From an optimization exercise on the open Yosys and OpenROAD flow, aimed at small area, a short achievable clock period and few clock cycles; shortcuts taken in it are not production practice.
At most, simulation tests tie the RTL to the original design; equivalence was not proved.
For runs 1 and 4 to 6, only the layout was checked, not whether the RTL still works.
No activity file was given, so power comes from the tool's default toggle rates.

File: flow/flow/run.sh
#!/bin/bash
# The standard layout (standard.sh), with these changes:
# - timing repair aims for a setup slack of 6.7 ns (a 10 ns clock, so about 3.3 ns);
# - the port buffers are plain sky130_fd_sc_hd__buf_1 cells;
# - the clock tree clusters up to 30 flip-flops per leaf buffer.
# The full output of the ORFS make run goes to flow.log.
bash standard.sh SETUP_SLACK_MARGIN=6.7 "BUFFER_PORTS_ARGS=-buffer_cell sky130_fd_sc_hd__buf_1" CTS_CLUSTER_SIZE=30 CTS_CLUSTER_DIAMETER=80  finish > flow.log 2>&1
File: flow/standard.sh
#!/bin/bash
# synth_recipe.tcl (not shown) runs the flow's synth.tcl, then flattens the netlist and writes it again
# the make line also repeats each setting of config.mk as NAME=value (left out here)
make -C /OpenROAD-flow-scripts/flow DESIGN_CONFIG=/design/flow/config.mk WORK_HOME=/design/flow/orfs CLKGATE_MAP_FILE= SYNTH_SCRIPT=/design/flow/synth_recipe.tcl "${@:-finish}"
File: flow/config.mk
export PLATFORM = sky130hd
export DESIGN_NAME = row_peak_valley_detector
export DESIGN_NICKNAME = row_peak_valley_detector
export VERILOG_FILES = /design/flow/design.v
export SDC_FILE = /design/flow/constraint.sdc
export NUM_CORES = 4
export LEC_CHECK = 0
export CAP_MARGIN = 20
export CORE_MARGIN = 2
export CORE_UTILIZATION = 40
export PLACE_DENSITY = 0.6
export SETUP_SLACK_MARGIN = 0.5
export SLEW_MARGIN = 20
File: flow/constraint.sdc
create_clock -name core_clock -period 10.0 [get_ports {clk}]
set_input_delay 2.0000 -clock core_clock [delete_from_list [all_inputs] [get_ports {clk}]]
set_output_delay 2.0000 -clock core_clock [all_outputs]
set_load 0.01 [all_outputs]
File: flow/design.v
package rpvd_pkg;
    localparam int COLUMN_BITS    = 12;
    localparam int ROW_BITS       = 12;
    localparam int VALUE_BITS     = 32;
    localparam int THRESHOLD_BITS = 31;
    localparam int BOUND_BITS     = 32;
    localparam int CFG_INDEX_BITS = 3;
    localparam int CFG_DATA_BITS  = 32;
    typedef enum logic [CFG_INDEX_BITS-1:0] {
        REG_THRESHOLD          = 3'd0,
        REG_PEAK_GATE_ENABLE   = 3'd1,
        REG_PEAK_FLOOR         = 3'd2,
        REG_VALLEY_GATE_ENABLE = 3'd3,
        REG_VALLEY_CEILING     = 3'd4
    } cfg_reg_t;
    typedef struct packed {
        logic [THRESHOLD_BITS-1:0] threshold;
        logic                      peak_gate_enable;
        logic [BOUND_BITS-1:0]     peak_floor;
        logic                      valley_gate_enable;
        logic [BOUND_BITS-1:0]     valley_ceiling;
    } cfg_t;
    typedef struct packed {
        logic                   is_valley;
        logic [COLUMN_BITS-1:0] column;
        logic [ROW_BITS-1:0]    row;
        logic [VALUE_BITS-1:0]  value;
    } result_t;
endpackage
module rpvd_cfg (
    input  logic                                clk,
    input  logic                                rst_n,
    input  logic                                cfg_valid,
    output logic                                cfg_ready,
    input  logic [rpvd_pkg::CFG_INDEX_BITS-1:0] cfg_index,
    input  logic [rpvd_pkg::CFG_DATA_BITS-1:0]  cfg_data,
    output rpvd_pkg::cfg_t                      cfg
);
    rpvd_pkg::cfg_t cfg_reg;
    logic [rpvd_pkg::CFG_DATA_BITS-1:0] data;
    logic           write;
    assign cfg_ready = 1'b1;
    assign cfg       = cfg_reg;
    assign data      = rst_n ? cfg_data : '0;
    assign write     = !rst_n || cfg_valid;
    always_ff @(posedge clk)
    begin
        if (write && (!rst_n || cfg_index == rpvd_pkg::REG_THRESHOLD))
            cfg_reg.threshold <= data[rpvd_pkg::THRESHOLD_BITS-1:0];
        if (write && (!rst_n || cfg_index == rpvd_pkg::REG_PEAK_GATE_ENABLE))
            cfg_reg.peak_gate_enable <= data[0];
        if (write && (!rst_n || cfg_index == rpvd_pkg::REG_PEAK_FLOOR))
            cfg_reg.peak_floor <= data[rpvd_pkg::BOUND_BITS-1:0];
        if (write && (!rst_n || cfg_index == rpvd_pkg::REG_VALLEY_GATE_ENABLE))
            cfg_reg.valley_gate_enable <= data[0];
        if (write && (!rst_n || cfg_index == rpvd_pkg::REG_VALLEY_CEILING))
            cfg_reg.valley_ceiling <= data[rpvd_pkg::BOUND_BITS-1:0];
    end
endmodule
module rpvd_core (
    input  logic                             clk,
    input  logic                             rst_n,
    input  logic                             sample_valid,
    output logic                             sample_ready,
    input  logic [31:0]                      sample,
    input  logic                             row_start,
    input  logic                             frame_start,
    input  rpvd_pkg::cfg_t                   cfg,
    output logic                             result_valid,
    input  logic                             result_ready,
    output logic                             is_valley,
    output logic [rpvd_pkg::COLUMN_BITS-1:0] column,
    output logic [rpvd_pkg::ROW_BITS-1:0]    row,
    output logic [rpvd_pkg::VALUE_BITS-1:0]  value
);
    logic               in_valid_reg, skid_valid_reg, ready_reg;
    logic signed [31:0] in_s, skid_s;
    logic               in_rs, in_fs, skid_rs, skid_fs;
    logic signed [31:0] a_value_reg, b_value_reg;
    logic [11:0]        a_column_reg, b_column_reg;
    logic [11:0]        column_reg, row_reg;
    logic               seek_reg;
    logic               result_valid_reg;
    logic               is_valley_reg;
    logic               stall, consume, in_load, accept;
    logic               line_start;
    logic [11:0]        column_next, row_next;
    logic               beyond_a, beyond_b;
    logic               hit, gate_ok, event_valid;
    assign stall        = result_valid_reg && !result_ready;
    assign consume      = in_valid_reg && !stall;
    assign in_load      = !in_valid_reg || !stall;
    assign sample_ready = ready_reg;
    assign accept       = sample_valid && !skid_valid_reg;
    always_ff @(posedge clk or negedge rst_n)
    begin
        if (!rst_n)
        begin
            in_valid_reg   <= 1'b0;
            skid_valid_reg <= 1'b0;
            ready_reg      <= 1'b1;
        end
        else if (in_load)
        begin
            in_valid_reg   <= skid_valid_reg || accept;
            skid_valid_reg <= 1'b0;
            ready_reg      <= 1'b1;
        end
        else if (accept)
        begin
            skid_valid_reg <= 1'b1;
            ready_reg      <= 1'b0;
        end
    end
    always_ff @(posedge clk)
    begin
        if (in_load)
        begin
            if (skid_valid_reg)
            begin
                in_s  <= skid_s;
                in_rs <= skid_rs;
                in_fs <= skid_fs;
            end
            else
            begin
                in_s  <= sample;
                in_rs <= row_start;
                in_fs <= frame_start;
            end
        end
        if (!skid_valid_reg)
        begin
            skid_s  <= sample;
            skid_rs <= row_start;
            skid_fs <= frame_start;
        end
    end
    assign line_start = in_rs || in_fs;
    always_comb
    begin
        if (line_start)
            column_next = '0;
        else if (column_reg != 12'hFFF)
            column_next = column_reg + 1'b1;
        else
            column_next = column_reg;
        if (in_fs)
            row_next = '0;
        else if (in_rs && row_reg != 12'hFFF)
            row_next = row_reg + 1'b1;
        else
            row_next = row_reg;
    end
    function automatic logic carry_out(input logic [63:0] g_in, input logic [63:0] p_in);
        logic [63:0] g, p;
        g = g_in;
        p = p_in;
        for (int w = 1; w < 64; w = w * 2)
        begin
            for (int i = 0; i + w < 64; i = i + 2 * w)
            begin
                g[i] = g[i + w] | (p[i + w] & g[i]);
                p[i] = p[i + w] & p[i];
            end
        end
        carry_out = g[0];
    endfunction
    function automatic logic [1:0] order(input logic [31:0] x, input logic [31:0] y);
        logic [31:0] lt, gt;
        lt = ~x & y;
        gt = x & ~y;
        lt[31] = x[31] & ~y[31];
        gt[31] = ~x[31] & y[31];
        for (int w = 1; w < 32; w = w * 2)
        begin
            for (int i = 0; i + w < 32; i = i + 2 * w)
            begin
                lt[i] = lt[i + w] | (~gt[i + w] & lt[i]);
                gt[i] = gt[i + w] | (~lt[i + w] & gt[i]);
            end
        end
        order = {lt[0], gt[0]};
    endfunction
    function automatic logic less(input logic [31:0] x, input logic [31:0] y);
        logic [31:0] xu, yu;
        logic [63:0] g, p;
        xu = x ^ 32'h8000_0000;
        yu = y ^ 32'h8000_0000;
        g  = {32'h0000_0000, ~xu & yu};
        p  = {32'hFFFF_FFFF, ~xu | yu};
        less = carry_out(g, p);
    endfunction
    function automatic logic [1:0] hysteresis(input logic [31:0] x, input logic [30:0] t,
                                              input logic [31:0] y);
        logic [33:0] xe, te, ye, sum, cx, cy;
        logic [63:0] g, p, h, q;
        xe  = {{2{x[31]}}, x};
        te  = {3'b000, t};
        ye  = {{2{y[31]}}, y};
        sum = xe ^ te ^ ~ye;
        cx  = {(xe[32:0] & te[32:0]) | (xe[32:0] & ~ye[32:0]) | (te[32:0] & ~ye[32:0]), 1'b1};
        cy  = {(ye[32:0] & te[32:0]) | (ye[32:0] & ~xe[32:0]) | (te[32:0] & ~xe[32:0]), 1'b1};
        g   = {31'h0, sum[32:0] & cx[32:0]};
        p   = {31'h7FFF_FFFF, sum[32:0] | cx[32:0]};
        h   = {31'h0, sum[32:0] & cy[32:0]};
        q   = {31'h7FFF_FFFF, sum[32:0] | cy[32:0]};
        hysteresis = {sum[33] ^ cx[33] ^ carry_out(g, p), sum[33] ^ cy[33] ^ carry_out(h, q)};
    endfunction
    logic [1:0]  order_a, order_b;
    logic        peak_cond, valley_cond;
    logic [31:0] k_lo, k_hi;
    assign order_a     = order(in_s, a_value_reg);
    assign order_b     = order(in_s, b_value_reg);
    assign beyond_a    = seek_reg ? order_a[0] : order_a[1];
    assign beyond_b    = seek_reg ? order_b[1] : order_b[0];
    assign {peak_cond, valley_cond} = hysteresis(in_s, cfg.threshold, a_value_reg);
    assign hit         = !line_start && (seek_reg ? peak_cond : valley_cond);
    assign k_lo = seek_reg ? cfg.peak_floor : a_value_reg;
    assign k_hi = seek_reg ? a_value_reg : cfg.valley_ceiling;
    assign gate_ok  = (a_column_reg != '0)
                      && ((seek_reg ? !cfg.peak_gate_enable : !cfg.valley_gate_enable)
                          || less(k_lo, k_hi));
    assign event_valid = consume && hit && gate_ok;
    always_ff @(posedge clk or negedge rst_n)
    begin
        if (!rst_n)
        begin
            a_value_reg  <= '0;
            a_column_reg <= '0;
            b_value_reg  <= '0;
            b_column_reg <= '0;
            column_reg   <= '0;
            row_reg      <= '0;
            seek_reg     <= 1'b1;
        end
        else if (consume)
        begin
            column_reg <= column_next;
            row_reg    <= row_next;
            if (in_fs)
                seek_reg <= 1'b1;
            else if (hit)
                seek_reg <= !seek_reg;
            if (line_start || beyond_a || hit)
            begin
                a_value_reg  <= in_s;
                a_column_reg <= column_next;
            end
            if (hit)
            begin
                b_value_reg  <= a_value_reg;
                b_column_reg <= a_column_reg;
            end
            else if (line_start || beyond_b)
            begin
                b_value_reg  <= in_s;
                b_column_reg <= column_next;
            end
        end
    end
    always_ff @(posedge clk or negedge rst_n)
    begin
        if (!rst_n)
        begin
            result_valid_reg <= 1'b0;
            is_valley_reg    <= 1'b0;
        end
        else if (!stall)
        begin
            result_valid_reg <= event_valid;
            if (event_valid)
                is_valley_reg <= !seek_reg;
        end
    end
    assign result_valid = result_valid_reg;
    assign is_valley    = is_valley_reg;
    assign column       = b_column_reg;
    assign row          = row_reg;
    assign value        = b_value_reg;
endmodule
module row_peak_valley_detector #(
    parameter int MAX_COLUMNS = 4096,
    parameter int MAX_ROWS    = 4096,
    parameter int SAMPLE_BITS = 32
) (
    input  logic                                clk,
    input  logic                                rst_n,
    input  logic                                cfg_valid,
    output logic                                cfg_ready,
    input  logic [rpvd_pkg::CFG_INDEX_BITS-1:0] cfg_index,
    input  logic [rpvd_pkg::CFG_DATA_BITS-1:0]  cfg_data,
    input  logic                                sample_valid,
    output logic                                sample_ready,
    input  logic [SAMPLE_BITS-1:0]              sample,
    input  logic                                row_start,
    input  logic                                frame_start,
    output logic                                result_valid,
    input  logic                                result_ready,
    output logic                                is_valley,
    output logic [rpvd_pkg::COLUMN_BITS-1:0]    column,
    output logic [rpvd_pkg::ROW_BITS-1:0]       row,
    output logic [rpvd_pkg::VALUE_BITS-1:0]     value
);
    rpvd_pkg::cfg_t cfg;
    rpvd_cfg u_cfg (
        .clk       (clk),
        .rst_n     (rst_n),
        .cfg_valid (cfg_valid),
        .cfg_ready (cfg_ready),
        .cfg_index (cfg_index),
        .cfg_data  (cfg_data),
        .cfg       (cfg)
    );
    rpvd_core u_core (
        .clk          (clk),
        .rst_n        (rst_n),
        .sample_valid (sample_valid),
        .sample_ready (sample_ready),
        .sample       (sample),
        .row_start    (row_start),
        .frame_start  (frame_start),
        .cfg          (cfg),
        .result_valid (result_valid),
        .result_ready (result_ready),
        .is_valley    (is_valley),
        .column       (column),
        .row          (row),
        .value        (value)
    );
endmodule
==> results of run 1 <==
==> layer usage <==
layer / part of all wire / routed length, um / up-vias / track usage
met1: 0.43 / 19400 / 5903 / 0.303
met5: 0 / 0 / - / 0
li1: - / - / 5491 / -
met2: 0.47 / 21100 / 437 / 0.349
met3: 0.068 / 3030 / 71 / 0.0256
met4: 0.026 / 1150 / 0 / 0.0554
==> cell usage after synthesis, drive strengths merged, types with 26 or more instances <==
library cell  count  area, sq um
a21oi            79          410
o22ai            26          163
and2             36          225
nor2             77          289
mux2             79          893
dfrtp           116         2900
fa               62         1240
dfxtp            34          681
maj3             71          723
nand2            70          263
edfxtp          131         3930
nand2b           29          181
mux2i            49          490
inv             102          383
o21ai           112          561
==> power by group through the flow <==
| stage | Clock, uW | Combinational, uW | Sequential, uW |
|---|---|---|---|
| finish | 902 | 1790 | 1530 |
| global route | 966 | 1910 | 1560 |
| CTS | 923 | 1610 | 1530 |
| detailed placement | 0 | 1250 | 1560 |
| global placement | 0 | 1230 | 1550 |
| floorplan | 0 | 869 | 1540 |
==> stage by stage <==
| stage | instance area (sq um) | power (uW) | utilization | cells | setup slack [ps] |
|---|---|---|---|---|---|
| floorplan | 15700 | 2410 | - | 1394 | 6510 |
| detailed placement | 16700 | 2800 | 0.433 | 2015 | 5200 |
| global route | 18900 | 4430 | 0.490 | 2133 | 6170 |
| finish | 18900 | 4220 | 0.490 | 2133 | 6300 |
| CTS | 18400 | 4060 | 0.476 | 2102 | 6310 |
| global placement | 16700 | 2780 | 0.433 | 2015 | 5330 |
==> worst paths after layout <==
| kind | end | slack, ps |
|---|---|---|
| setup reg to reg | u_core.b_value_reg[21] | 6300 |
| hold / removal | u_core.skid_s[8] | 480 |
| max in group asynchronous | u_core.a_value_reg[18] | 7660 |
| hold reg to reg | u_core.skid_s[8] | 480 |
| setup / recovery | u_core.b_value_reg[21] | 6300 |
| min in group asynchronous | u_core.b_column_reg[11] | 1650 |
==> cells by family (layout without fill, tap and decap cells) <==
group                    Yosys count  in the layout  share of synthesized area
AO/OA/AOI/OAI                    353            353                      0.144
XOR/XNOR                          15             15                    0.00842
adder cells (fa/ha/maj)          137            137                      0.129
buffers and inverters            151            372                     0.0400
flip-flops                       283            283                      0.485
multiplexers                     128            128                     0.0887
other                              1              1                   0.000240
AND/OR/NAND/NOR                  326            326                      0.105
==> cell type report <==
type	instances	area, sq um	share of cell area
Clock inverter	11	181	0.00960
Sequential cell	283	7580	0.401
Multi-Input combinational cell	960	7800	0.413
Inverter	110	439	0.0232
Tap cell	518	648	0.0343
Timing Repair Buffer	229	1720	0.0912
Clock buffer	22	518	0.0274
==> timing repair <==
item,CTS,global route
setup endpoints to repair,91,95
hold buffers,0,0
buffers inserted,46,26
pin swaps,24,13
gates cloned,8,5
resized for setup,103,52
==> summary.txt, run 1 <==
Worst setup path
  – WP data required: 10410 ps
  – Crit path from: u_core.in_s[29]
  – RR Startpoint: u_core.in_s[29]
  – Slowest cell on the critical path: fa_2
  – Worst path arrival time: 4110 ps
  – CP max FO: 7
  – Worst Reg-to-Reg Cells: 13
  – Crit-path max cell delay: ~600 ps
  – Critical Path Source Type: flop
  – Kind of cell adding the most delay to the critical path: compound AO/OA/AOI/OAI gates
  – Crit path buf inv count: 3
  – CP most frequent cell: buf_12
  – Stages on the worst setup path: 13
  – Setup Crit Path Kind: reg2reg
  – Worst Setup End Kind: flop
  – Worst path cell trace: fa_2, nor2_1, or3_4, nor4_2, o2111ai_1, a2111o_1, a22oi_2, buf_12, and2_4, a21oi_4, buf_12, buf_12, mux2_4

Pwr
  – Psw: 1580 uW
  – Total internal power: 2640 uW
  – P_leak: 0.00735 uW
  – Switching share of power: 0.374
  – Clk pwr share: 0.214
  – VDD IR max: 0.124 mV
  – Pwr Density: 223 nW/um^2
  – Sequential Power Share: 0.363
  – Logic gate share of total power: 0.423

Placement
  – Port buffer count: 132
  – Post-DP HPWL: 28800 um
  – Gp weighted congestion: ~0.9

Clock network
  – Number of CTS-inserted buffers: 19
  – Clock tree from TritonCTS: done
  – Worst-Skew Late Latency: 530 ps
  – Clock sink total: 283
  – H-tree Lvls: 1
  – Clk slew on worst S/H paths: between 100 and 150 ps
  – Max Root-Sink Buffers: 3
  – CTS root buf: clkbuf_16

Synth
  – Synthesis-stage register bit count: 283
  – Sequential area share after synthesis: 0.485
  – Main synth FF type: edfxtp_1
  – Netlist cell types: 80
  – EDFF count, synth: 131
  – Cells after synthesis: 1394
  – Syn_area_per_cell: 11.2 sq um
  – Ys async rst share: 0.417
  – Yosys warns: 2
  – Synth Cell Area: between 15000 and 20000 sq um
  – Net count after synthesis: 1534

Detailed routing
  – Initial DRC count: 996
  – WL/cell: 21.0 um
  – Via density: 5.58
  – Vias: 11900
  – Routed wire length: roughly 45000 um
  – Post-route ant nets: 0
  – Post-route DRC: 0
  – Drt first pass iters: 5

STA
  – Minimum clock period: 3700 ps
  – Total negative slack: 0 ps
  – Max transition margin: 0.368
  – Setup Skew: 25.6 ps
  – Measured slew at the worst slew-check pin: 948 ps
  – Final Hold Viols: 0
  – Finish-stage setup viols: 0
  – RSZ-0062 raised after global routing: true
  – Worst Hold Margin: approximately 480 ps
  – Tcrit/Tclk final: 0.370
  – Final slew viol count: 0
  – Fmax: 0.270 GHz

Global routing
  – Total gr overflow: 0
  – First-pass GRT wire length: ~68000 um
  – Largest net degree at the start of global routing: 156
  – Antenna violations before repair: 2
  – Vias in the first global route: 11800
  – GR Util All Layers: 0.214

Finish
  – Most frequent cells in the layout: buf_1, edfxtp_1, dfrtp_1, o21ai_0, inv_1
  – Number of flip-flops in the largest register: 97
  – Ratio of cells with drive above 1 in the final layout: 0.189
  – Final #Nets: 1743
  – Fillers: approximately 3500
  – # diodes: 0
  – Layout area overhead: 21.1%

Min path
  – WHS Path Cells: 1
  – Worst min path class: reg2reg
  – Hold_sp: u_core.skid_s[8]

Die
  – Die area: approximately 40000 sq um
  – Core area: roughly 39000 sq um
  – Die height: just over 200 um
  – Initial cell density of the core: 0.405
  – # rows: approximately 70
  – I/O pins: approximately 130
  – Chip width: 202 um

Run status
  – Outcome: timing/DRC/antenna clean

Run
  – Max Cap Viol: 0
==> inputs of run 2 (changes only) <==
--- a/flow/design.v
+++ b/flow/design.v
@@ -81,7 +81,6 @@
     logic [11:0]        column_reg, row_reg;
     logic               seek_reg;
     logic               result_valid_reg;
-    logic               is_valley_reg;
     logic               stall, consume, in_load, accept;
     logic               line_start;
     logic [11:0]        column_next, row_next;
@@ -262,19 +261,12 @@
     always_ff @(posedge clk or negedge rst_n)
     begin
         if (!rst_n)
-        begin
             result_valid_reg <= 1'b0;
-            is_valley_reg    <= 1'b0;
-        end
         else if (!stall)
-        begin
             result_valid_reg <= event_valid;
-            if (event_valid)
-                is_valley_reg <= !seek_reg;
-        end
     end
     assign result_valid = result_valid_reg;
-    assign is_valley    = is_valley_reg;
+    assign is_valley    = seek_reg;
     assign column       = b_column_reg;
     assign row          = row_reg;
     assign value        = b_value_reg;
==> summary.txt, run 2 <==
Clock network
  – Max Root-Sink Buffers: 3
  – Clock tree from TritonCTS: done
  – Clk slew on worst S/H paths: 90 ps
  – Number of CTS-inserted buffers: 18
  – CTS root buf: clkbuf_16
  – Worst-Skew Late Latency: 530 ps
  – H-tree Lvls: 1
  – Clock sink total: ~280

Finish
  – Register Area: 7560 sq um
  – Most frequent cells in the layout: edfxtp_1, buf_1, dfrtp_1, nand2_1, nor2_1
  – Number of flip-flops in the largest register: 97
  – Layout area overhead: 18.8%
  – Multi-input gate area: 8110 sq um
  – Most common cell after layout, fill and taps aside: edfxtp_1
  – Fillers: between 3000 and 4000
  – Final #Nets: 1726
  – # diodes: 0
  – Ratio of cells with drive above 1 in the final layout: 0.203

Min path
  – WHS Path Cells: 1
  – Worst min path class: reg2reg

Synth
  – Syn_area_per_cell: roughly 11 sq um
  – Ys async rst share: 0.415
  – Top cells by count, synth: edfxtp_1, dfrtp_1, nand2_1
  – Cells after synthesis: 1387
  – Netlist cell types: 84
  – Area contributors post-synth: edfxtp_1, dfrtp_1, fa_1
  – Sequential area share after synthesis: 0.475
  – Biggest area consumer among synthesized cells: edfxtp_1
  – Most frequent cell after synthesis: edfxtp_1
  – Synthesis-stage register bit count: about 280
  – Synth Cell Area: 15900 sq um
  – Top-area cell type share of the netlist area: 0.248
  – Main synth FF type: edfxtp_1
  – Yosys warns: 2
  – EDFF count, synth: 131
  – Net count after synthesis: around 1500

Placement
  – Place WS: roughly 5000 ps
  – Gp weighted congestion: 0.838
  – Post-DP HPWL: 28700 um
  – Port buffer count: approximately 130

STA
  – Final worst-path setup slack: about 6500 ps
  – Total negative slack: 0 ps
  – Finish-stage setup viols: 0
  – Final slew viol count: 0
  – Measured slew at the worst slew-check pin: a little under 1000 ps
  – Fmax: around 0.29 GHz
  – Final Hold Viols: 0
  – Tcrit/Tclk final: 0.348
  – Setup Skew: 17.4 ps
  – Worst Hold Margin: 479 ps
  – Max transition margin: 0.347
  – RSZ-0062 raised after global routing: true
  – Minimum clock period: ~3500 ps

Global routing
  – Largest net degree at the start of global routing: just over 60
  – Antenna violations before repair: 1
  – First-pass GRT wire length: roughly 66000 um
  – GR Util All Layers: 0.206
  – Total gr overflow: 0
  – Vias in the first global route: approximately 11000

Worst setup path
  – Stages on the worst setup path: 13
  – CP most frequent cell: buf_12
  – Kind of cell adding the most delay to the critical path: compound AO/OA/AOI/OAI gates
  – Worst path cell trace: inv_4, fa_2, o22ai_1, nor2_2, a2111oi_2, nand3_1, o21ai_2, o41ai_4, and3_4, a21oi_4, buf_12, buf_12, mux2_2
  – Setup Crit Path Kind: reg2reg
  – CP max FO: 8
  – Crit-path max cell delay: between 400 and 500 ps
  – WP data required: 10410 ps
  – Worst Reg-to-Reg Cells: 13
  – Crit path buf inv count: 3
  – Worst path arrival time: 3890 ps
  – Slowest cell on the critical path: fa_2
  – Worst Setup End Kind: flop
  – Critical Path Source Type: flop

Detailed routing
  – Drt first pass iters: 8
  – WL/cell: between 20 and 25 um
  – Via density: about 5.5
  – Post-route ant nets: 0
  – Routed wire length: 43500 um
  – Vias: 11600
  – Initial DRC count: 758
  – Post-route DRC: 0

Pwr
  – VDD IR max: ~0.11 mV
  – Pwr Density: 235 nW/um^2
  – P_leak: roughly 0.0076 uW

Die
  – Die area: 41300 sq um
  – Initial cell density of the core: 0.403
  – # rows: 73
  – Die height: 203 um
  – Core area: 39500 sq um
  – Chip width: 203 um
  – I/O pins: between 100 and 150

Run
  – Max Cap Viol: 0

Run status
  – Outcome: timing/DRC/antenna clean
run 2: worst paths after layout:
check	from	endpoint	slack [ps]
max	u_core.a_value_reg[30]	u_core.a_column_reg[3]	6520
min	u_core.skid_s[25]	u_core.skid_s[25]	480
max reg2reg	u_core.a_value_reg[30]	u_core.a_column_reg[3]	6520
min reg2reg	u_core.skid_s[25]	u_core.skid_s[25]	480
max in group asynchronous	rst_n	u_core.a_value_reg[14]	7480
min in group asynchronous	rst_n	u_core.b_value_reg[25]	1530
run 2: through the flow:
step,instances,util,cell area [sq um],total power (uW)
2_1_floorplan,1387,-,16000,2700
3_3_place_gp,2016,0.430,17000,3120
3_5_place_dp,2016,0.430,17000,3150
4_1_cts,2090,0.466,18400,4300
5_1_grt,2123,0.478,18900,4670
6_report,2123,0.478,18900,4430
run 2: report_power, final:
| group | leakage [uW] | total, uW | internal, uW | switching [uW] |
|---|---|---|---|---|
| Sequential | 0.00305 | 1580 | 1390 | 186 |
| Clock | 0.000337 | 906 | 443 | 463 |
| Combinational | 0.00426 | 1940 | 863 | 1080 |
| Total | 0.00765 | 4430 | 2700 | 1730 |
run 2: area by class of cell:
type,count,share of cell area
Clock buffer,20,0.0265
Clock inverter,12,0.0101
Inverter,99,0.0210
Multi-Input combinational cell,971,0.430
Sequential cell,282,0.401
Tap cell,525,0.0348
Timing Repair Buffer,214,0.0775
run 2: cells by family after synthesis:
group | after synthesis | synth area share
and+or+nand+nor | 375 | 0.115
AOI/OAI and AO/OA | 287 | 0.123
DFF | 282 | 0.475
muxes | 157 | 0.115
buffers and inverters | 138 | 0.0394
adders and majority gates | 130 | 0.123
xor gates and xnor gates | 17 | 0.00937
other | 1 | 0.000236
run 2: repair_timing:
| action | CTS | global route |
|---|---|---|
| resized for setup | 69 | 63 |
| setup buffers | 33 | 32 |
| hold buffers | 0 | 0 |
| gates cloned | 9 | 1 |
| setup endpoints to repair | 111 | 113 |
| hold endpoints to repair | 0 | 0 |
| pin swaps | 15 | 18 |
run 2: per-layer routing:
| layer | share of wire | global-route usage | routed length (um) |
|---|---|---|---|
| met4 | 0.027 | 0.0524 | 1160 |
| met5 | 0.00030 | 0 | 13 |
| met2 | 0.48 | 0.351 | 21000 |
| met3 | 0.055 | 0.0270 | 2390 |
| met1 | 0.43 | 0.278 | 18900 |
Testbench counts of run 2, summed over its fixed seeds: cycles 64,112.
==> inputs of run 3 (changes only) <==
==> flow/flow/run.sh (replaced) <==
#!/bin/bash
# The standard layout (standard.sh), with these changes:
# - timing repair aims for a setup slack of 6.7 ns (a 10 ns clock, so about 3.3 ns);
# - the port buffers are plain sky130_fd_sc_hd__buf_1 cells;
# - the clock tree clusters up to 24 flip-flops per leaf buffer.
# The full output of the ORFS make run goes to flow.log.
bash standard.sh SETUP_SLACK_MARGIN=6.7 "BUFFER_PORTS_ARGS=-buffer_cell sky130_fd_sc_hd__buf_1" CTS_CLUSTER_SIZE=24 CTS_CLUSTER_DIAMETER=80  finish > flow.log 2>&1
==> summary.txt, run 3 <==
Worst setup path
  – Crit-path max cell delay: 560 ps
  – CP max FO: 7
  – Worst Setup End Kind: flop
  – Slowest cell on the critical path: fa_2
  – WP data required: about 10000 ps
  – Worst path arrival time: 3860 ps
  – Critical Path Source Type: flop
  – Worst path cell trace: fa_2, o22ai_1, nor2_2, a2111oi_2, nand3_1, o21ai_2, o41ai_4, and3_4, a21oi_4, buf_6, buf_16, mux2_2
  – Setup Crit Path Kind: reg2reg

Finish
  – Most common cell after layout, fill and taps aside: edfxtp_1
  – # diodes: 0
  – Most frequent cells in the layout: edfxtp_1, buf_1, dfrtp_1, nand2_1, nor2_1
  – Ratio of cells with drive above 1 in the final layout: 0.202
  – Layout area overhead: 18.3%
  – Final #Nets: 1728
  – Core Util, Final: 0.477
  – Number of flip-flops in the largest register: between 90 and 100
  – Post-route cell area: 18800 sq um

Pwr
  – Pwr Density: 233 nW/um^2
  – VDD IR max: approximately 0.13 mV
  – P_leak: around 0.0076 uW
  – PnR Total Power: 4390 uW

Global routing
  – GR Util All Layers: 0.206
  – Largest net degree at the start of global routing: 61
  – Vias in the first global route: 11500
  – Total gr overflow: 0
  – Antenna violations before repair: 0
  – First-pass GRT wire length: 65800 um

Die
  – Die area: 41300 sq um
  – # rows: 73
  – I/O pins: between 100 and 150
  – Die height: 203 um
  – Chip width: between 200 and 250 um
  – Core area: just under 40000 sq um
  – Initial cell density of the core: 0.403

Synth
  – Top cells by count, synth: edfxtp_1, dfrtp_1, nand2_1
  – Main synth FF type: edfxtp_1
  – Cells after synthesis: 1387
  – Biggest area consumer among synthesized cells: edfxtp_1
  – Top-area cell type share of the netlist area: 0.248
  – Yosys warns: 2
  – Area contributors post-synth: edfxtp_1, dfrtp_1, fa_1
  – Netlist cell types: 84
  – Net count after synthesis: 1527
  – Most frequent cell after synthesis: edfxtp_1
  – EDFF count, synth: 131
  – Synthesis-stage register bit count: about 280
  – Synth Cell Area: 15900 sq um
  – Sequential area share after synthesis: 0.475
  – Ys async rst share: 0.415
  – Syn_area_per_cell: between 10 and 15 sq um

Placement
  – Post-DP HPWL: 28700 um
  – Port buffer count: approximately 130
  – Gp weighted congestion: roughly 0.84
  – Place WS: 5030 ps
  – Placement-stage cell area: 17000 sq um

Detailed routing
  – Met1 WL: 19000 um
  – Met2 Wirelength: 20800 um
  – Post-route DRC: 0
  – Highest signal layer in the routed design: met4
  – Met3 routed WL: 2500 um
  – Vias: 11600
  – Drt first pass iters: 5
  – Initial DRC count: 719
  – Routed wire length: 43300 um
  – Post-route ant nets: 0
  – WL/cell: between 20 and 25 um
  – Via density: 5.46

STA
  – Finish-stage setup viols: 0
  – Setup Skew: ~20 ps
  – Max transition margin: 0.344
  – RSZ-0062 raised after global routing: true
  – Fmax: 0.290 GHz
  – Total negative slack: 0 ps
  – Final slew viol count: 0
  – Minimum clock period: 3450 ps
  – Tcrit/Tclk final: 0.345
  – Measured slew at the worst slew-check pin: 984 ps
  – Final Hold Viols: 0
  – Final worst-path setup slack: 6550 ps

Clock network
  – Clk slew on worst S/H paths: 90 ps
  – Clock tree from TritonCTS: done
  – Worst-Skew Late Latency: 530 ps
  – CTS root buf: clkbuf_16
  – Max Root-Sink Buffers: 3
  – Number of CTS-inserted buffers: 19
  – Clock sink total: roughly 280
  – H-tree Lvls: 1

Run status
  – Outcome: timing/DRC/antenna clean

Run
  – Max Cap Viol: 0

Min path
  – Worst min path class: reg2reg
## run 3: report_power, final
part           switching (uW)  internal, uW  leakage [uW]  total, uW
clock                     457           432      0.000326        888
sequential                186          1390       0.00305       1570
combinational            1070           853       0.00425       1920
total                    1710          2670       0.00763       4390
## run 3: final timing paths
| path | to | cells after the start | from | slack [ps] |
|---|---|---|---|---|
| worst max-delay path | u_core.a_column_reg[0] | 12 | u_core.in_s[30] | 6550 |
| worst min-delay path | u_core.skid_s[25] | 1 | u_core.skid_s[25] | 480 |
| worst max register to register | u_core.a_column_reg[0] | 12 | u_core.in_s[30] | 6550 |
| worst min register to register | u_core.skid_s[25] | 1 | u_core.skid_s[25] | 480 |
| max in group asynchronous | u_core.a_value_reg[14] | 2 | rst_n | 7530 |
| min in group asynchronous | u_core.b_value_reg[25] | 1 | rst_n | 1490 |
## run 3: cell type report
type / instances / area (sq um)
fill: 3600 / 20700
multi-input combinational: 971 / 8090
sequential: 282 / 7560
timing repair buffer: 215 / 1430
tap: 525 / 657
clock buffer: 22 / 497
inverter: 99 / 394
clock inverter: 11 / 179
## run 3: cells by family (layout without fill, tap and decap cells)
| logic type | after synthesis | in the layout | share of synthesized area |
|---|---|---|---|
| buffers and inverters | 138 | 347 | 0.0394 |
| other | 1 | 1 | 0.000236 |
| XOR/XNOR | 17 | 17 | 0.00937 |
| multiplexers | 157 | 157 | 0.115 |
| AND/OR/NAND/NOR | 375 | 376 | 0.115 |
| flip-flops | 282 | 282 | 0.475 |
| AO/OA/AOI/OAI | 287 | 290 | 0.123 |
| adder cells (fa/ha/maj) | 130 | 130 | 0.123 |
## run 3: critical path: cells and delay by family, from the launching register on
family          cells  cell delay (ps)
compound gates      5             1100
fa+ha+maj           1              560
flops               1              540
simple gates        3              530
mux                 1              330
buf+inv             2              280
## run 3: per-layer routing
layer,vias to the layer above,track usage
met3,64,0.0272
met1,5747,0.281
met5,-,0
li1,5431,-
met4,0,0.0550
met2,350,0.348
## run 3: repair_timing
item,in CTS,in global routing
setup buffers,30,38
hold buffers,0,0
setup endpoints to repair,111,114
pin swaps,15,21
resized for setup,59,59
cloned,8,0
## run 3: stage by stage
step                      hold WS (ps)  std cells
final                              478       2125
after detailed placement           458       2016
after CTS                          481       2087
after global placement             455       2016
after floorplan                    446       1387
after global routing               495       2125
==> inputs of run 4 (changes only) <==
--- a/flow/design.v
+++ b/flow/design.v
@@ -81,6 +81,7 @@
     logic [11:0]        column_reg, row_reg;
     logic               seek_reg;
     logic               result_valid_reg;
+    logic               is_valley_reg;
     logic               stall, consume, in_load, accept;
     logic               line_start;
     logic [11:0]        column_next, row_next;
@@ -261,12 +262,19 @@
     always_ff @(posedge clk or negedge rst_n)
     begin
         if (!rst_n)
+        begin
             result_valid_reg <= 1'b0;
+            is_valley_reg    <= 1'b0;
+        end
         else if (!stall)
+        begin
             result_valid_reg <= event_valid;
+            if (event_valid)
+                is_valley_reg <= !seek_reg;
+        end
     end
     assign result_valid = result_valid_reg;
-    assign is_valley    = seek_reg;
+    assign is_valley    = is_valley_reg;
     assign column       = b_column_reg;
     assign row          = row_reg;
     assign value        = b_value_reg;
==> flow/flow/run.sh (replaced) <==
#!/bin/bash
# The standard layout (standard.sh), with these changes:
# - timing repair aims for a setup slack of 6.5 ns (a 10 ns clock, so about 3.5 ns);
# - the port buffers are plain sky130_fd_sc_hd__buf_1 cells;
# - the clock tree clusters up to 24 flip-flops per leaf buffer.
# The full output of the ORFS make run goes to flow.log.
bash standard.sh SETUP_SLACK_MARGIN=6.5 "BUFFER_PORTS_ARGS=-buffer_cell sky130_fd_sc_hd__buf_1" CTS_CLUSTER_SIZE=24 CTS_CLUSTER_DIAMETER=80  finish > flow.log 2>&1
==> summary.txt, run 4 <==
Run status
  – Outcome: timing/DRC/antenna clean

STA
  – Finish-stage setup viols: 0
  – Measured slew at the worst slew-check pin: 1140 ps
  – Tcrit/Tclk final: 0.372
  – Total negative slack: 0 ps
  – Setup Skew: 25.4 ps
  – Minimum clock period: 3720 ps
  – RSZ-0062 raised after global routing: true
  – Max transition margin: 0.242
  – Final slew viol count: 0
  – Final Hold Viols: 0
  – Fmax: 0.269 GHz

Min path
  – Hold_sp: u_core.skid_s[28]
  – Worst min path class: reg2reg

Synth
  – Top cells by count, synth: edfxtp_1, dfrtp_1, o21ai_0
  – Net count after synthesis: 1534
  – Simple-gate area share of the yosys netlist: 0.105
  – Main synth FF type: edfxtp_1
  – Sequential area share after synthesis: 0.485
  – Synth Cell Area: 15600 sq um
  – Yosys warns: 2
  – Area contributors post-synth: edfxtp_1, dfrtp_1, fa_1
  – EDFF count, synth: 131
  – Syn_area_per_cell: 11.2 sq um
  – Synthesis-stage register bit count: 283
  – Xor/xnor share of the synthesized area: 0.00842
  – Largest family of logic cells by synthesized area: compound AO/OA/AOI/OAI gates
  – Compound-Gate Fraction of Synth Area: 0.144
  – Post-synthesis adder-cell area fraction: 0.129
  – Cells after synthesis: 1394
  – Top-area cell type share of the netlist area: 0.252
  – Multiplexer area fraction after synthesis: 0.0887
  – Netlist cell types: 80
  – Most frequent cell after synthesis: edfxtp_1
  – Biggest area consumer among synthesized cells: edfxtp_1
  – Ys async rst share: 0.417

Finish
  – # diodes: 0
  – Most frequent cells in the layout: buf_1, edfxtp_1, dfrtp_1, o21ai_0, inv_1
  – Core Util, Final: 0.486
  – Multi-input gate area: around 8000 sq um
  – Ratio of cells with drive above 1 in the final layout: 0.190
  – Register Area: 7580 sq um
  – Final #Nets: around 1700
  – Layout area overhead: 20.0%
  – Fillers: 3553
  – Number of flip-flops in the largest register: 97

Pwr
  – P_leak: 0.00726 uW
  – Switching share of power: 0.385
  – Clk pwr share: 0.211
  – Sequential Power Share: 0.372
  – Logic gate share of total power: 0.416
  – Psw: 1580 uW
  – Total internal power: around 2500 uW
  – Pwr Density: 219 nW/um^2
  – VDD IR max: 0.127 mV

Clock network
  – Max Root-Sink Buffers: 3
  – CTS root buf: clkbuf_16
  – Worst-Skew Late Latency: around 540 ps
  – # hold bufs at CTS: 0
  – Clk slew on worst S/H paths: 90 ps
  – Number of CTS-inserted buffers: 20
  – Clock tree from TritonCTS: done
  – H-tree Lvls: 1
  – Clock sink total: 283

Detailed routing
  – Vias: 11900
  – Drt first pass iters: 8
  – Routed wire length: ~46000 um
  – Post-route ant nets: 0
  – Post-route DRC: 0
  – Initial DRC count: 908
  – WL/cell: 21.4 um
  – Via density: 5.56

Worst setup path
  – Worst Setup End Kind: flop
  – Crit-path max cell delay: 580 ps
  – Worst path arrival time: 4140 ps
  – WP data required: 10420 ps
  – Setup Crit Path Kind: reg2reg
  – Critical Path Source Type: flop
  – Crit path from: u_core.in_s[1]
  – Kind of cell adding the most delay to the critical path: compound AO/OA/AOI/OAI gates
  – Worst path cell trace: fa_1, inv_1, maj3_2, o211ai_1, and3_1, o21ai_2, a2111o_1, a22oi_2, buf_12, and2_4, a21oi_4, buf_6, buf_16, mux2_4
  – CP max FO: 8
  – RR Startpoint: u_core.in_s[1]
  – Crit path buf inv count: 4
  – Slowest cell on the critical path: fa_1

Die
  – I/O pins: 134
  – Core area: 38600 sq um
  – Die height: 202 um
  – Die area: 40600 sq um
  – # rows: 72
  – Chip width: 202 um
  – Initial cell density of the core: 0.405

Global routing
  – GR Util All Layers: 0.219
  – Largest net degree at the start of global routing: 67
  – Antenna violations before repair: 1
  – First-pass GRT wire length: between 60000 and 70000 um
  – Vias in the first global route: 11900
  – Total gr overflow: 0

Placement
  – Post-DP HPWL: 29500 um
  – Gp weighted congestion: 0.890
  – Port buffer count: between 100 and 150

Run
  – Max Cap Viol: 0
==> run 4: cell count changes after synthesis, sizes merged, moves of 5 or more <==
cell,change
nand2b,-8
nand2,-33
nor2b,-8
nand3,-11
mux2i,-26
nor2,-7
a21oi,+19
o221ai,-5
o21ai,+56
inv,+12
or3,+5
maj3,+7
==> run 4: power groups by stage <==
stage	combinational, uW	clock (uW)	sequential (uW)
after floorplan	863	0	1540
after detailed placement	1260	0	1560
after global routing	1830	937	1550
after global placement	1240	0	1550
final	1710	867	1530
after CTS	1560	892	1530
==> run 4: layout make-up <==
type,count,area share
clock buffer,24,0.0287
clock inverter,12,0.00748
inverter,110,0.0226
multi-input combinational,961,0.418
sequential,283,0.405
tap,518,0.0346
timing repair buffer,222,0.0838
==> run 4: logic make-up after synthesis <==
family	count (synthesis)
AND/OR/NAND/NOR	326
AO/OA/AOI/OAI	353
multiplexers	128
adder cells (fa/ha/maj)	137
other	1
buffers and inverters	151
XOR/XNOR	15
flip-flops	283
==> run 4: worst reg2reg max path: cells and delay by family (launching register included) <==
kind	cells	cell delay [ps]
AO/OA/AOI/OAI	5	1050
multiplexers	1	300
adder cells (fa/ha/maj)	2	880
flip-flops	1	460
AND/OR/NAND/NOR	2	400
buffers and inverters	4	520
==> run 4: timing repair <==
action / in CTS / in global routing
pin swaps: 30 / 5
cloned: 9 / 4
setup buffers: 54 / 11
resized for setup: 120 / 47
setup endpoints to repair: 110 / 94
==> run 4: final timing paths <==
| kind | depth (start not counted) | endpoint | slack, ps |
|---|---|---|---|
| worst min-delay path | 1 | u_core.skid_s[28] | 480 |
| worst max register to register | 14 | u_core.b_value_reg[19] | 6280 |
| worst min register to register | 1 | u_core.skid_s[28] | 480 |
| min in group asynchronous | 1 | u_core.b_value_reg[3] | 1590 |
| worst max-delay path | 14 | u_core.b_value_reg[19] | 6280 |
| max in group asynchronous | 2 | u_core.a_value_reg[22] | 7300 |
==> run 4: metal layers <==
layer / routed length [um] / vias up / global-route usage
li1: - / 5466 / -
met1: 19800 / 5864 / 0.297
met2: 21500 / 440 / 0.367
met3: 2910 / 79 / 0.0337
met4: 1450 / 2 / 0.0612
met5: 13 / - / 0
==> run 4: metrics by stage <==
stage               instance area, sq um  instances  hold WS [ps]  total power, uW  setup slack, ps
floorplan                          15600       1394           446             2400             5920
global placement                   16700       2016           452             2790             5310
detailed placement                 16700       2016           459             2810             5230
CTS                                18400       2115           480             3980             6360
global route                       18700       2130           491             4320             6150
finish                             18700       2130           476             4100             6280
==> inputs of run 5 (changes only) <==
--- a/flow/design.v
+++ b/flow/design.v
@@ -222,6 +222,14 @@
                       && ((seek_reg ? !cfg.peak_gate_enable : !cfg.valley_gate_enable)
                           || less(k_lo, k_hi));
     assign event_valid = consume && hit && gate_ok;
+    logic        confirm, load_a, load_b, count;
+    logic [31:0] b_value_other;
+    logic [11:0] b_column_other;
+    assign confirm        = consume && hit;
+    assign load_a         = consume && (line_start || beyond_a);
+    assign load_b         = consume && (line_start || beyond_b);
+    assign b_value_other  = load_b ? in_s : b_value_reg;
+    assign b_column_other = load_b ? column_next : b_column_reg;
     always_ff @(posedge clk or negedge rst_n)
     begin
         if (!rst_n)
@@ -234,29 +242,23 @@
             row_reg      <= '0;
             seek_reg     <= 1'b1;
         end
-        else if (consume)
+        else
         begin
-            column_reg <= column_next;
-            row_reg    <= row_next;
-            if (in_fs)
+            if (consume)
+                column_reg <= column_next;
+            if (consume && line_start)
+                row_reg <= row_next;
+            if (consume && in_fs)
                 seek_reg <= 1'b1;
-            else if (hit)
+            else if (confirm)
                 seek_reg <= !seek_reg;
-            if (line_start || beyond_a || hit)
+            if (load_a || confirm)
             begin
                 a_value_reg  <= in_s;
                 a_column_reg <= column_next;
             end
-            if (hit)
-            begin
-                b_value_reg  <= a_value_reg;
-                b_column_reg <= a_column_reg;
-            end
-            else if (line_start || beyond_b)
-            begin
-                b_value_reg  <= in_s;
-                b_column_reg <= column_next;
-            end
+            b_value_reg  <= confirm ? a_value_reg : b_value_other;
+            b_column_reg <= confirm ? a_column_reg : b_column_other;
         end
     end
     always_ff @(posedge clk or negedge rst_n)
==> summary.txt, run 5 <==
Finish
  – # diodes: 0
  – Most common cell after layout, fill and taps aside: edfxtp_1
  – Number of flip-flops in the largest register: between 90 and 100
  – Layout area overhead: 17.0%
  – Fillers: between 3000 and 4000
  – Final #Nets: 1770
  – Most frequent cells in the layout: edfxtp_1, buf_1, inv_1, dfrtp_1, nor2_1
  – Ratio of cells with drive above 1 in the final layout: 0.142
  – Post-route cell area: roughly 19000 sq um

Worst setup path
  – Critical Path Source Type: primary input
  – Slowest cell on the critical path: or4_1
  – WP data required: 10460 ps
  – Worst path cell trace: buf_6, nand2b_4, nand3_4, or4_1, a211o_1, nor4_2, o2111a_1, nor4_4, buf_4, buf_12, o31ai_4, clkbuf_16, mux2i_1
  – Crit path buf inv count: 4
  – Crit-path max cell delay: 480 ps
  – Worst path arrival time: about 4500 ps
  – Worst Setup End Kind: flop
  – Setup Crit Path Kind: in2reg
  – CP max FO: 6
  – Kind of cell adding the most delay to the critical path: simple AND/OR/NAND/NOR gates

Synth
  – Net count after synthesis: 1613
  – Syn_area_per_cell: 10.9 sq um
  – Ys async rst share: 0.417
  – EDFF count, synth: about 130
  – Sequential area share after synthesis: 0.470
  – Top cells by count, synth: edfxtp_1, dfrtp_1, inv_1
  – Most frequent cell after synthesis: edfxtp_1
  – Synth Cell Area: 16100 sq um
  – Cells after synthesis: around 1500
  – Netlist cell types: 88
  – Biggest area consumer among synthesized cells: edfxtp_1
  – Synthesis-stage register bit count: 283
  – Main synth FF type: edfxtp_1
  – Yosys warns: 2
  – Area contributors post-synth: edfxtp_1, dfrtp_1, fa_1
  – Top-area cell type share of the netlist area: 0.244

Detailed routing
  – Met1 WL: 20600 um
  – Via density: ~5.8
  – Met3 routed WL: 3050 um
  – Initial DRC count: 843
  – Met2 Wirelength: 22100 um
  – Post-route DRC: 0
  – Vias: 12500
  – Post-route ant nets: 0
  – WL/cell: 21.8 um
  – Drt first pass iters: 5
  – Routed wire length: 47200 um
  – Highest signal layer in the routed design: met4

Clock network
  – Clock tree from TritonCTS: done
  – Clk slew on worst S/H paths: 90 ps
  – CTS root buf: clkbuf_16
  – Number of CTS-inserted buffers: 20
  – Max Root-Sink Buffers: 3
  – Worst-Skew Late Latency: 540 ps
  – # hold bufs at CTS: 0
  – Clock sink total: 283
  – H-tree Lvls: 1

STA
  – Final slew viol count: 0
  – Total negative slack: 0 ps
  – Worst Hold Margin: 477 ps
  – Final Hold Viols: 0
  – Measured slew at the worst slew-check pin: between 1000 and 1500 ps
  – Final worst-path setup slack: 5970 ps
  – Max transition margin: 0.248
  – Fmax: 0.248 GHz
  – Finish-stage setup viols: 0
  – Minimum clock period: approximately 4000 ps
  – Tcrit/Tclk final: 0.403
  – Setup Skew: 24.5 ps
  – RSZ-0062 raised after global routing: true

Placement
  – Port buffer count: 132
  – Place WS: a little over 5000 ps
  – Placement-stage cell area: 17200 sq um
  – Post-DP HPWL: 31900 um
  – Gp weighted congestion: ~0.92

Global routing
  – Vias in the first global route: ~12000
  – Total gr overflow: 0
  – First-pass GRT wire length: 72800 um
  – GR Util All Layers: 0.225
  – Largest net degree at the start of global routing: 104
  – Antenna violations before repair: 0

Pwr
  – Sequential Power Share: 0.339
  – PnR Total Power: 5020 uW
  – Switching share of power: 0.434
  – Clk pwr share: 0.181
  – Logic gate share of total power: 0.480
  – Pwr Density: between 200 and 300 nW/um^2
  – Psw: 2180 uW
  – Total internal power: 2840 uW
  – VDD IR max: 0.118 mV
  – P_leak: 0.00726 uW

Die
  – Die area: 41900 sq um
  – I/O pins: 134
  – Die height: just over 200 um
  – Chip width: between 200 and 250 um
  – Core area: 39700 sq um
  – Initial cell density of the core: 0.405
  – # rows: 73

Run status
  – Outcome: timing/DRC/antenna clean

Min path
  – Worst min path class: reg2reg

Run
  – Max Cap Viol: 0
## run 5: cell count changes after synthesis, moves of 23 or more
cell	before	now
mux2_1	25	1
o21ai_0	108	46
o31ai_1	13	36
a31oi_1	22	65
a21oi_1	77	45
nor2_1	77	101
## run 5: layer usage
| metal | vias to the layer above | GRT usage |
|---|---|---|
| li1 | 5761 | - |
| met5 | - | 0 |
| met2 | 464 | 0.362 |
| met4 | 0 | 0.0709 |
| met3 | 71 | 0.0305 |
| met1 | 6214 | 0.314 |
## run 5: layout make-up
type                    instances  area, sq um  area share
well taps                     525          657      0.0349
repair buffers                195         1260      0.0667
multi-input cells            1004         8180       0.434
inverters                     126          473      0.0251
clock buffers                  22          529      0.0281
clock inverters                14          181     0.00963
flip-flops and latches        283         7570       0.402
## run 5: worst paths after layout
check | start | depth (start not counted) | end | slack (ps)
worst max register to register | u_core.in_s[26] | 14 | u_core.a_value_reg[22] | 6130
max in group asynchronous | rst_n | 2 | u_core.skid_valid_reg | 7650
worst max-delay path | result_ready | 13 | u_core.a_value_reg[22] | 5970
min in group asynchronous | rst_n | 1 | u_core.b_value_reg[26] | 1400
worst min register to register | u_core.skid_s[22] | 1 | u_core.skid_s[22] | 480
worst min-delay path | u_core.skid_s[22] | 1 | u_core.skid_s[22] | 480
## run 5: timing repair
item,CTS,global route
pin swaps,15,6
endpoints found under the setup margin,122,91
gates cloned,8,4
gates resized for setup,48,24
setup buffers,13,23
## run 5: cells by family (layout without fill, tap and decap cells)
| kind of cell | count (synthesis) | count (layout) | share of synthesized area |
|---|---|---|---|
| AND/OR/NAND/NOR | 397 | 397 | 0.128 |
| AO/OA/AOI/OAI | 386 | 388 | 0.176 |
| flip-flops | 283 | 283 | 0.470 |
| buffers and inverters | 188 | 357 | 0.0487 |
| adder cells (fa/ha/maj) | 130 | 130 | 0.121 |
| multiplexers | 70 | 70 | 0.0462 |
| XOR/XNOR | 18 | 18 | 0.00979 |
| other | 1 | 1 | 0.000233 |
## run 5: per-stage QoR
step                       util  instances
final                     0.474       2169
after global placement    0.433       2085
after CTS                 0.464       2142
after floorplan               -       1473
after global routing      0.474       2169
after detailed placement  0.433       2085
## run 5: power by group through the flow
stage | combinational (uW) | sequential [uW] | clock, uW
global route | 2620 | 1730 | 976
CTS | 2290 | 1700 | 931
floorplan | 1540 | 1660 | 0
global placement | 2080 | 1720 | 0
detailed placement | 2110 | 1730 | 0
finish | 2410 | 1700 | 908
==> inputs of run 6 (changes only) <==
==> flow/flow/run.sh (replaced) <==
#!/bin/bash
# The standard layout (standard.sh), with these changes:
# - timing repair aims for a setup slack of 6.5 ns (a 10 ns clock, so about 3.5 ns);
# - the port buffers are plain sky130_fd_sc_hd__buf_1 cells;
# - the clock tree clusters up to 30 flip-flops per leaf buffer.
# The full output of the ORFS make run goes to flow.log.
bash standard.sh SETUP_SLACK_MARGIN=6.5 "BUFFER_PORTS_ARGS=-buffer_cell sky130_fd_sc_hd__buf_1" CTS_CLUSTER_SIZE=30 CTS_CLUSTER_DIAMETER=80  finish > flow.log 2>&1
==> summary.txt, run 6 <==
Worst setup path
  – Worst Setup End Kind: flop
  – Worst path arrival time: 4450 ps
  – RR Startpoint: u_core.in_s[22]
  – Critical Path Source Type: primary input
  – R2R Setup Slk: 6100 ps
  – R2R Path End: u_core.a_column_reg[1]
  – Worst Reg-to-Reg Cells: 14
  – WP data required: 10410 ps
  – Setup Crit Path Kind: in2reg
  – CP max FO: 6

Synth
  – Main synth FF type: edfxtp_1
  – Syn_area_per_cell: 10.9 sq um
  – Top-area cell type share of the netlist area: 0.244
  – Netlist cell types: 88
  – Area contributors post-synth: edfxtp_1, dfrtp_1, fa_1
  – Ys async rst share: 0.417
  – Biggest area consumer among synthesized cells: edfxtp_1
  – Top cells by count, synth: edfxtp_1, dfrtp_1, inv_1
  – Yosys warns: 2
  – Synthesis-stage register bit count: about 280
  – Most frequent cell after synthesis: edfxtp_1
  – Sequential area share after synthesis: 0.470
  – Net count after synthesis: 1613
  – Cells after synthesis: approximately 1500
  – EDFF count, synth: 131
  – Synth Cell Area: 16100 sq um

Min path
  – Hold_sp: u_core.skid_s[22]
  – Hold EP: u_core.skid_s[22]
  – Worst min path class: reg2reg
  – WHS Path Cells: 1

Finish
  – Final #Nets: 1779
  – Core Util, Final: 0.475
  – Number of flip-flops in the largest register: 97
  – Layout area overhead: 17.3%
  – Post-route cell area: 18900 sq um
  – Finished Layout Cells: ~2200
  – Ratio of cells with drive above 1 in the final layout: 0.147
  – Most frequent cells in the layout: edfxtp_1, buf_1, inv_1, dfrtp_1, nor2_1
  – Most common cell after layout, fill and taps aside: edfxtp_1
  – # diodes: 0

Placement
  – Placed Cells incl. Taps: 2085
  – Placement-stage cell area: approximately 17000 sq um
  – Place WS: between 5000 and 6000 ps
  – Port buffer count: roughly 130
  – Post-DP HPWL: 31900 um
  – Gp weighted congestion: 0.920

Global routing
  – First-pass GRT wire length: around 72000 um
  – M2 GR Usage: 0.357
  – GR Util met1: 0.306
  – GR Util All Layers: 0.222
  – Largest net degree at the start of global routing: around 100
  – Total gr overflow: 0
  – M3 GR Usage: 0.0339
  – Antenna violations before repair: 0
  – Top Usage Layer GRT: met2
  – Vias in the first global route: approximately 12000

STA
  – Minimum clock period: 4040 ps
  – Max transition margin: 0.248
  – Final Hold Viols: 0
  – RSZ-0062 raised after global routing: true
  – Measured slew at the worst slew-check pin: 1120 ps
  – Setup Skew: about 21 ps
  – Finish-stage setup viols: 0
  – Final slew viol count: 0
  – Tcrit/Tclk final: 0.404
  – Final worst-path setup slack: 5960 ps
  – Total negative slack: 0 ps
  – Fmax: 0.248 GHz

Die
  – Die area: 41900 sq um
  – I/O pins: approximately 130
  – Core area: a little under 40000 sq um
  – Die height: a little over 200 um
  – Chip width: ~200 um
  – # rows: 73
  – Initial cell density of the core: 0.405

Clock network
  – Worst-Skew Late Latency: 550 ps
  – # hold bufs at CTS: 0
  – Number of CTS-inserted buffers: 20
  – H-tree Lvls: 1
  – CTS root buf: clkbuf_16
  – Clock tree from TritonCTS: done
  – Max Root-Sink Buffers: 3
  – Clk slew on worst S/H paths: around 100 ps
  – Clock sink total: 283

Detailed routing
  – Post-route DRC: 0
  – Via density: between 5 and 6
  – Initial DRC count: roughly 900
  – Drt first pass iters: 5
  – WL/cell: 21.7 um
  – Routed wire length: 47200 um
  – Vias: 12600
  – Post-route ant nets: 0

Pwr
  – VDD IR max: 0.117 mV
  – Pwr Density: 268 nW/um^2
  – P_leak: 0.00729 uW

Run status
  – Outcome: timing/DRC/antenna clean

Run
  – Max Cap Viol: 0
==> run 6: kinds of logic after synthesis <==
kind of cell    count (synthesis)  synth area share
flops                         283             0.470
fa+ha+maj                     130             0.121
buf+inv                       188            0.0487
xor+xnor                       18           0.00979
mux                            70            0.0462
other cells                     1          0.000233
compound gates                386             0.176
simple gates                  397             0.128
==> run 6: worst max-delay path, stage by stage <==
cell       delay [ps]
buf_6              70
nand2b_4          130
nand3_4            80
or4_1             480
a211o_1           280
nor4_2            170
o2111a_1          270
nor4_4             60
buf_4             150
buf_12            130
o31ai_4           170
buf_6             220
clkbuf_16         150
o32ai_2            60
==> run 6: routing by layer <==
layer	vias up	wire length, um
met5	-	0
met2	439	22200
met4	0	1530
met1	6294	20700
li1	5792	-
met3	82	2720
==> run 6: worst max-delay path by stage <==
stage	from	end	slack, ps	depth (start not counted)
2_1_floorplan	result_ready	u_core.is_valley_reg	5840	9
3_3_place_gp	result_ready	u_core.a_value_reg[26]	5140	12
3_5_place_dp	result_ready	u_core.a_value_reg[2]	5050	12
4_1_cts	result_ready	u_core.is_valley_reg	6020	12
5_1_grt	result_ready	u_core.a_value_reg[28]	5910	13
6_report	result_ready	u_core.a_column_reg[1]	5960	14
==> run 6: repair_timing <==
action                     CTS  global route
hold endpoints to repair     0             0
setup endpoints to repair  117            91
setup buffers               12            33
resized for setup           42            26
pin swaps                   14             7
cloned                       6             6
==> run 6: per-stage QoR <==
| stage | hold slack (ps) | power [uW] |
|---|---|---|
| 2_1_floorplan | 446 | 3210 |
| 3_3_place_gp | 453 | 3800 |
| 3_5_place_dp | 460 | 3840 |
| 4_1_cts | 483 | 4920 |
| 5_1_grt | 497 | 5360 |
| 6_report | 478 | 5060 |
==> run 6: final cells by class <==
| type | count | area, sq um |
|---|---|---|
| Clock inverter | 15 | 235 |
| Fill cell | 3667 | 20800 |
| Multi-Input combinational cell | 1004 | 8140 |
| Timing Repair Buffer | 204 | 1290 |
| Clock buffer | 21 | 526 |
| Tap cell | 525 | 657 |
| Sequential cell | 283 | 7570 |
| Inverter | 126 | 473 |
==> run 6: power breakdown <==
part	internal, uW	switching (uW)
sequential	1430	272
combinational	970	1440
clock	433	514
==> inputs of run 7 (changes only) <==
--- a/flow/design.v
+++ b/flow/design.v
@@ -85,7 +85,7 @@
     logic               stall, consume, in_load, accept;
     logic               line_start;
     logic [11:0]        column_next, row_next;
-    logic               beyond_a, beyond_b;
+    logic               beyond_a;
     logic               hit, gate_ok, event_valid;
     assign stall        = result_valid_reg && !result_ready;
     assign consume      = in_valid_reg && !stall;
@@ -207,13 +207,11 @@
         q   = {31'h7FFF_FFFF, sum[32:0] | cy[32:0]};
         hysteresis = {sum[33] ^ cx[33] ^ carry_out(g, p), sum[33] ^ cy[33] ^ carry_out(h, q)};
     endfunction
-    logic [1:0]  order_a, order_b;
+    logic [1:0]  order_a;
     logic        peak_cond, valley_cond;
     logic [31:0] k_lo, k_hi;
     assign order_a     = order(in_s, a_value_reg);
-    assign order_b     = order(in_s, b_value_reg);
     assign beyond_a    = seek_reg ? order_a[0] : order_a[1];
-    assign beyond_b    = seek_reg ? order_b[1] : order_b[0];
     assign {peak_cond, valley_cond} = hysteresis(in_s, cfg.threshold, a_value_reg);
     assign hit         = !line_start && (seek_reg ? peak_cond : valley_cond);
     assign k_lo = seek_reg ? cfg.peak_floor : a_value_reg;
@@ -222,43 +220,37 @@
                       && ((seek_reg ? !cfg.peak_gate_enable : !cfg.valley_gate_enable)
                           || less(k_lo, k_hi));
     assign event_valid = consume && hit && gate_ok;
-    logic        confirm, load_a, load_b, count;
-    logic [31:0] b_value_other;
-    logic [11:0] b_column_other;
-    assign confirm        = consume && hit;
-    assign load_a         = consume && (line_start || beyond_a);
-    assign load_b         = consume && (line_start || beyond_b);
-    assign b_value_other  = load_b ? in_s : b_value_reg;
-    assign b_column_other = load_b ? column_next : b_column_reg;
     always_ff @(posedge clk or negedge rst_n)
     begin
         if (!rst_n)
         begin
             a_value_reg  <= '0;
             a_column_reg <= '0;
-            b_value_reg  <= '0;
-            b_column_reg <= '0;
             column_reg   <= '0;
             row_reg      <= '0;
             seek_reg     <= 1'b1;
         end
-        else
+        else if (consume)
         begin
-            if (consume)
-                column_reg <= column_next;
-            if (consume && line_start)
-                row_reg <= row_next;
-            if (consume && in_fs)
+            column_reg <= column_next;
+            row_reg    <= row_next;
+            if (in_fs)
                 seek_reg <= 1'b1;
-            else if (confirm)
+            else if (hit)
                 seek_reg <= !seek_reg;
-            if (load_a || confirm)
+            if (line_start || beyond_a || hit)
             begin
                 a_value_reg  <= in_s;
                 a_column_reg <= column_next;
             end
-            b_value_reg  <= confirm ? a_value_reg : b_value_other;
-            b_column_reg <= confirm ? a_column_reg : b_column_other;
+        end
+    end
+    always_ff @(posedge clk)
+    begin
+        if (consume && hit)
+        begin
+            b_value_reg  <= a_value_reg;
+            b_column_reg <= a_column_reg;
         end
     end
     always_ff @(posedge clk or negedge rst_n)
==> summary.txt, run 7 <==
Run status
  – Outcome: timing/DRC/antenna clean

Worst setup path
  – WP data required: 10400 ps
  – Critical Path Source Type: flop
  – Worst Setup End Kind: flop
  – Worst path arrival time: 4200 ps
  – CP max FO: 8
  – Setup Crit Path Kind: reg2reg

STA
  – Max transition margin: 0.335
  – Measured slew at the worst slew-check pin: about 1000 ps
  – Total negative slack: 0 ps
  – Final Hold Viols: 0
  – Setup Skew: ~24 ps
  – Fmax: around 0.26 GHz
  – Final worst-path setup slack: 6200 ps
  – Minimum clock period: between 3000 and 4000 ps
  – Finish-stage setup viols: 0
  – RSZ-0062 raised after global routing: true
  – Final slew viol count: 0
  – Tcrit/Tclk final: 0.380

Global routing
  – GR Util All Layers: 0.195
  – Largest net degree at the start of global routing: 64
  – First-pass GRT wire length: 54300 um
  – Antenna violations before repair: 1
  – Vias in the first global route: 9429
  – Total gr overflow: 0

Synth
  – Cells after synthesis: 1128
  – Syn_area_per_cell: 12.4 sq um
  – Main synth FF type: edfxtp_1
  – Synth Cell Area: 14000 sq um
  – Top-area cell type share of the netlist area: 0.376
  – Biggest area consumer among synthesized cells: edfxtp_1
  – Net count after synthesis: roughly 1300
  – EDFF count, synth: 175
  – Sequential area share after synthesis: 0.557
  – Area contributors post-synth: edfxtp_1, dfrtp_1, fa_1
  – Synthesis-stage register bit count: 283
  – Ys async rst share: 0.261
  – Yosys warns: 2
  – Most frequent cell after synthesis: edfxtp_1
  – Top cells by count, synth: edfxtp_1, inv_1, nor2_1
  – Netlist cell types: 78

Finish
  – Layout area overhead: 18.1%
  – Post-route cell area: 16500 sq um
  – Most common cell after layout, fill and taps aside: edfxtp_1
  – Number of flip-flops in the largest register: 97
  – Ratio of cells with drive above 1 in the final layout: 0.177
  – Final #Nets: 1462
  – # diodes: 0
  – Most frequent cells in the layout: edfxtp_1, buf_1, inv_1, nor2_1, dfrtp_1
  – Core Util, Final: 0.479

Placement
  – Gp weighted congestion: between 0.8 and 0.9
  – Place WS: 5000 ps
  – Post-DP HPWL: 24600 um
  – Port buffer count: approximately 130
  – Placement-stage cell area: ~15000 sq um

Pwr
  – Switching share of power: 0.337
  – Sequential Power Share: 0.465
  – Psw: 1060 uW
  – Logic gate share of total power: 0.297
  – Pwr Density: 191 nW/um^2
  – Total internal power: 2090 uW
  – VDD IR max: 0.135 mV
  – P_leak: around 0.0062 uW
  – Clk pwr share: 0.238

Detailed routing
  – WL/cell: 20.2 um
  – Initial DRC count: 830
  – Post-route DRC: 0
  – Via density: 5.48
  – Vias: between 9000 and 10000
  – Routed wire length: 36100 um
  – Drt first pass iters: 5
  – Post-route ant nets: 0

Die
  – Core area: 34500 sq um
  – Chip width: ~190 um
  – # rows: about 70
  – Die area: 36500 sq um
  – Initial cell density of the core: 0.406
  – I/O pins: 134
  – Die height: 191 um

Clock network
  – Number of CTS-inserted buffers: 16
  – CTS root buf: clkbuf_16
  – Worst-Skew Late Latency: about 520 ps
  – Clock tree from TritonCTS: done
  – Clock sink total: between 200 and 300
  – Max Root-Sink Buffers: 3
  – H-tree Lvls: 1
  – Clk slew on worst S/H paths: 100 ps

Run
  – Max Cap Viol: 0

Min path
  – Worst min path class: reg2reg
[run 7: per-layer routing]
layer / global-route usage / up-vias / wire (um)
met1: 0.265 / 4900 / 15600
li1: - / 4517 / -
met2: 0.327 / 320 / 17500
met5: 0 / - / 0
met4: 0.0540 / 0 / 926
met3: 0.0263 / 54 / 2090
[run 7: critical path, cell delays in order, from the launching register on]
cell and delay (ps):
edfxtp_1 490, fa_2 670, nor2_4 50, nor4_4 350, o2111ai_2 190, or4_4 490, a31oi_4 170, o31a_2 200
nand3_2 80, o32a_4 440, and2_4 250, mux2_4 310
[run 7: metrics by stage]
stage | hold slack [ps] | power, uW | instances
2_1_floorplan | 440 | 2010 | 1128
3_3_place_gp | 453 | 2240 | 1699
3_5_place_dp | 455 | 2250 | 1699
4_1_cts | 484 | 3070 | 1756
5_1_grt | 499 | 3310 | 1787
6_report | 477 | 3150 | 1787
[run 7: final cells by class]
| class | count | area [sq um] |
|---|---|---|
| Clock buffer | 20 | 447 |
| Clock inverter | 8 | 92.6 |
| Fill cell | 3108 | 18000 |
| Inverter | 87 | 347 |
| Multi-Input combinational cell | 739 | 6140 |
| Sequential cell | 283 | 7810 |
| Tap cell | 455 | 569 |
| Timing Repair Buffer | 195 | 1100 |
[run 7: kinds of logic (layout without fill, tap and decap cells)]
kind of cell | count (synthesis) | in the layout | share of synthesized area
AO/OA/AOI/OAI | 255 | 256 | 0.121
XOR/XNOR | 16 | 16 | 0.0100
adder cells (fa/ha/maj) | 107 | 107 | 0.122
buffers and inverters | 113 | 310 | 0.0326
flip-flops | 283 | 283 | 0.557
multiplexers | 67 | 67 | 0.0540
other | 1 | 1 | 0.000268
AND/OR/NAND/NOR | 286 | 292 | 0.103
[run 7: power by group through the flow]
stage / Sequential (uW) / Combinational (uW) / Clock (uW)
2_1_floorplan: 1460 / 551 / 0
3_3_place_gp: 1490 / 751 / 0
3_5_place_dp: 1490 / 761 / 0
4_1_cts: 1460 / 839 / 768
5_1_grt: 1480 / 1020 / 807
6_report: 1460 / 933 / 748
[run 7: path summary, 6_finish.rpt]
kind | end | slack [ps] | from | depth (start not counted)
setup / recovery | u_core.a_column_reg[6] | 6200 | u_core.in_s[30] | 11
hold / removal | u_core.skid_s[12] | 480 | u_core.skid_s[12] | 1
setup reg to reg | u_core.a_column_reg[6] | 6200 | u_core.in_s[30] | 11
hold reg to reg | u_core.skid_s[12] | 480 | u_core.skid_s[12] | 1
max in group asynchronous | u_core.a_value_reg[15] | 7340 | rst_n | 3
min in group asynchronous | u_core.a_value_reg[3] | 1670 | rst_n | 2
[run 7: what timing repair did]
item | 4_1_cts | 5_1_grt
setup buffers | 22 | 29
gates resized for setup | 54 | 72
pin swaps | 13 | 16
setup endpoints to repair | 91 | 127
gates cloned | 7 | 2
hold buffers | 0 | 0
Testbench counts of run 7, summed over its fixed seeds: cycles 64,112.

[what the ideal ports hide]
No port has a modelled driver above. Below, the same layouts with a new extraction and two added sets of constraints. Step 1 sets driving cells, clkbuf_16 on the clock port and buf_2 on the other inputs (assumed; they add their load-dependent delay and slew). Step 2, shift: input delay + t, output delay - t, t = (earliest + latest rising clock arrival at the registers) / 2. This alone moves slack from input paths to output paths. a / b / c = ideal / step 1 / step 2; a / b = the first two.
run	t (ns)	setup WS [ns]	clock arrival spread, ns
run 1	0.574	6.298 / 6.298 / 6.298	0.026 / 0.026
run 2	0.579	6.520 / 6.520 / 6.287	0.018 / 0.018
run 3	0.579	6.554 / 6.554 / 6.281	0.020 / 0.020
run 4	0.574	6.278 / 6.278 / 6.121	0.026 / 0.025
run 5	0.586	5.970 / 5.984 / 5.398	0.024 / 0.024
run 6	0.591	5.964 / 5.977 / 5.386	0.021 / 0.021
run 7	0.558	6.201 / 6.201 / 5.947	0.024 / 0.024
After both steps every run listed still meets setup and hold. For run 6, which loses most, drivers alone change the setup slack by +0.013 ns; drivers and shift together by -0.578 ns.
